This design comes from an exercise in tuning for a short achievable clock period, few clock cycles and low power on the open sky130 flow, not from production work. No activity file was given, so power comes from the tool's default toggle rates.

==> flow/design.v (excerpt) <==
module mac_vector_engine (
  input logic clk,
  input logic reset_n,
  input logic start,
  input logic clear,
  input logic [9:0] vec_len,
  input logic signed [47:0] bias,
  input logic in_valid,
  input logic [35:0] in_a,
  input logic [35:0] in_b,
  input logic out_ready,
  output logic busy,
  output logic in_ready,
  output logic out_valid,
  output logic signed [17:0] out_data,
  output logic signed [47:0] out_acc,
  output logic acc_overflow
);
Settings: LEC_CHECK=0, ABC_CLOCK_PERIOD_IN_PS=2900, CAP_MARGIN=20, CORE_MARGIN=2, CORE_UTILIZATION=60, CTS_BUF_LIST=sky130_fd_sc_hd__clkbuf_16, CTS_CLUSTER_DIAMETER=70, CTS_CLUSTER_SIZE=40, SETUP_SLACK_MARGIN=4.2, SLEW_MARGIN=20; clock period 7.0 ns.
run.sh (not shown) runs the stock make flow with config.mk's settings and CLKGATE_MAP_FILE= SYNTH_SCRIPT=/design/flow/synth_recipe.tcl, a recipe that flattens the netlist after the stock synthesis.
==> next run, changes <==
--- a/flow/design.v
+++ b/flow/design.v
@@ -2060,24 +2060,18 @@
       end
   end
   logic [NST:0] fp_q, lp_q;
   always_ff @(posedge clk or negedge reset_n) begin
     if (!reset_n) lp_q <= '0;
     else if (clear) lp_q <= '0;
     else lp_q <= {lp_q[NST-1:0], blast};
   end
   always_ff @(posedge clk) fp_q <= {fp_q[NST-1:0], bfirst};
-  logic [NST:0] vbp_q;
-  logic [2-1:0] vbk_q;
-  always_ff @(posedge clk) begin
-    vbp_q <= {vbp_q[NST-1:0], take};
-    vbk_q <= {vbk_q, vbp_q[NST]};
-  end
   wire fa_q = fp_q[NST], la_q = lp_q[NST];
   logic [2-1:0] fk_q, lk_q;
   always_ff @(posedge clk or negedge reset_n) begin
     if (!reset_n) lk_q <= '0;
     else if (clear) lk_q <= '0;
     else lk_q <= {lk_q, la_q};
   end
   always_ff @(posedge clk) fk_q <= {fk_q, fa_q};
   wire [47:0] s_t, c_t;
@@ -2227,19 +2221,19 @@
   assign k0_P4[14] = k0_P3[14] & k0_P3[6];
   assign k0_G4[15] = k0_G3[15] | (k0_P3[15] & k0_G3[7]);
   assign k0_P4[15] = k0_P3[15] & k0_P3[7];
   wire [16:0] k0_y = {k0_G4[15], k0_p0 ^ {k0_G4[14:0], 1'b0}};
   wire cg1 = g0[15];   
   wire [16:0] y0 = k0_y;
   logic ca1_q;
   always_ff @(posedge clk) ca1_q <= y0[16];
   always_ff @(posedge clk) begin
-    if (ldn0 || vbp_q[NST]) acc0_q <= ldn0 ? bias_q[15:0] : y0[15:0];
+    acc0_q <= ldn0 ? bias_q[15:0] : y0[15:0];
     if (st0) res_q[15:0] <= y0[15:0];
   end
   logic [15:0] acc1_q;
   wire [15:0] x1 = acc1_q;
   wire [15:0] ps1 = s_t[31:16];
   wire [15:0] pc1 = c_t[31:16];
   wire [15:0] q1_p0 = ps1 ^ pc1;
   wire [15:0] q1_g0 = ps1 & pc1;
   wire [15:0] q1_G0 = {q1_g0[15:1], q1_g0[0] | (q1_p0[0] & cg1)};
@@ -2519,19 +2513,19 @@
   assign k1_G4[14] = k1_G3[14] | (k1_P3[14] & k1_G3[6]);
   assign k1_P4[14] = k1_P3[14] & k1_P3[6];
   assign k1_G4[15] = k1_G3[15] | (k1_P3[15] & k1_G3[7]);
   assign k1_P4[15] = k1_P3[15] & k1_P3[7];
   wire [16:0] k1_y = {k1_G4[15], k1_p0 ^ {k1_G4[14:0], ca1_q}};
   wire [16:0] y1 = k1_y;
   logic ca2_q;
   always_ff @(posedge clk) ca2_q <= y1[16];
   always_ff @(posedge clk) begin
-    if (ldn1 || vbk_q[0]) acc1_q <= ldn1 ? bias_q[31:16] : y1[15:0];
+    acc1_q <= ldn1 ? bias_q[31:16] : y1[15:0];
     if (st1) res_q[31:16] <= y1[15:0];
   end
   logic [15:0] acc2_q;
   wire [15:0] x2 = acc2_q;
   logic [15:0] sd2_q [1];
   logic [15:0] cd2_q [1];
   always_ff @(posedge clk) begin
     sd2_q[0] <= s_t[47:32];
     cd2_q[0] <= c_t[47:32];
@@ -2813,19 +2807,19 @@
   assign k2_G4[13] = k2_G3[13] | (k2_P3[13] & k2_G3[5]);
   assign k2_P4[13] = k2_P3[13] & k2_P3[5];
   assign k2_G4[14] = k2_G3[14] | (k2_P3[14] & k2_G3[6]);
   assign k2_P4[14] = k2_P3[14] & k2_P3[6];
   assign k2_G4[15] = k2_G3[15] | (k2_P3[15] & k2_G3[7]);
   assign k2_P4[15] = k2_P3[15] & k2_P3[7];
   wire [16:0] k2_y = {k2_G4[15], k2_p0 ^ {k2_G4[14:0], ca2_q}};
   wire [16:0] y2 = k2_y;
   always_ff @(posedge clk) begin
-    if (ldn2 || vbk_q[1]) acc2_q <= ldn2 ? bias_q[47:32] : y2[15:0];
+    acc2_q <= ldn2 ? bias_q[47:32] : y2[15:0];
     if (st2) res_q[47:32] <= y2[15:0];
   end
   wire ovf_step = (x2[15] ^ y2[15]) & (x2[15] ^ x2[14]);
   wire ovf_new = ovf_q | ovf_step;
   always_ff @(posedge clk) begin
     ovf_q <= !ldn2 && ovf_new;
     if (st2) rovf_q <= ovf_new;
   end
   assign res_done = st2;
What happened: Total power climbs by a few percent; count of clock-buffer cells in the layout climbs by 3; clock skew drops by 0.0063 ns; register-to-register slack gets better by 0.08 ns; design area drops slightly; wire length climbs slightly; clock power climbs by roughly a tenth.
Function was not checked in any run of this note: the RTL went through the layout flow alone.

[re-timing with driven ports]
No port has a modelled driver above. Below, the same layouts with a new extraction and two added sets of constraints. Step 1 sets driving cells, clkbuf_16 on the clock port and buf_2 on the other inputs (assumed; they add their load-dependent delay and slew). Step 2, shift: input delay + t, output delay - t, t = (earliest + latest rising clock arrival at the registers) / 2. This alone moves slack from input paths to output paths. Three values: ideal ports, drivers, drivers and shift; two values: the first two.
| run | shift t [ns] | slack for setup (ns) | clock arrival spread, ns |
|---|---|---|---|
| the first run | 0.691 | 4.076 / 4.076 / 3.683 | 0.042 / 0.042 |
| the second run | 0.699 | 4.154 / 4.154 / 3.734 | 0.032 / 0.033 |
After both steps setup and hold are still met in every run listed. For the second run, which loses most, drivers alone change the setup slack by 0.000 ns; drivers and shift together by -0.420 ns.
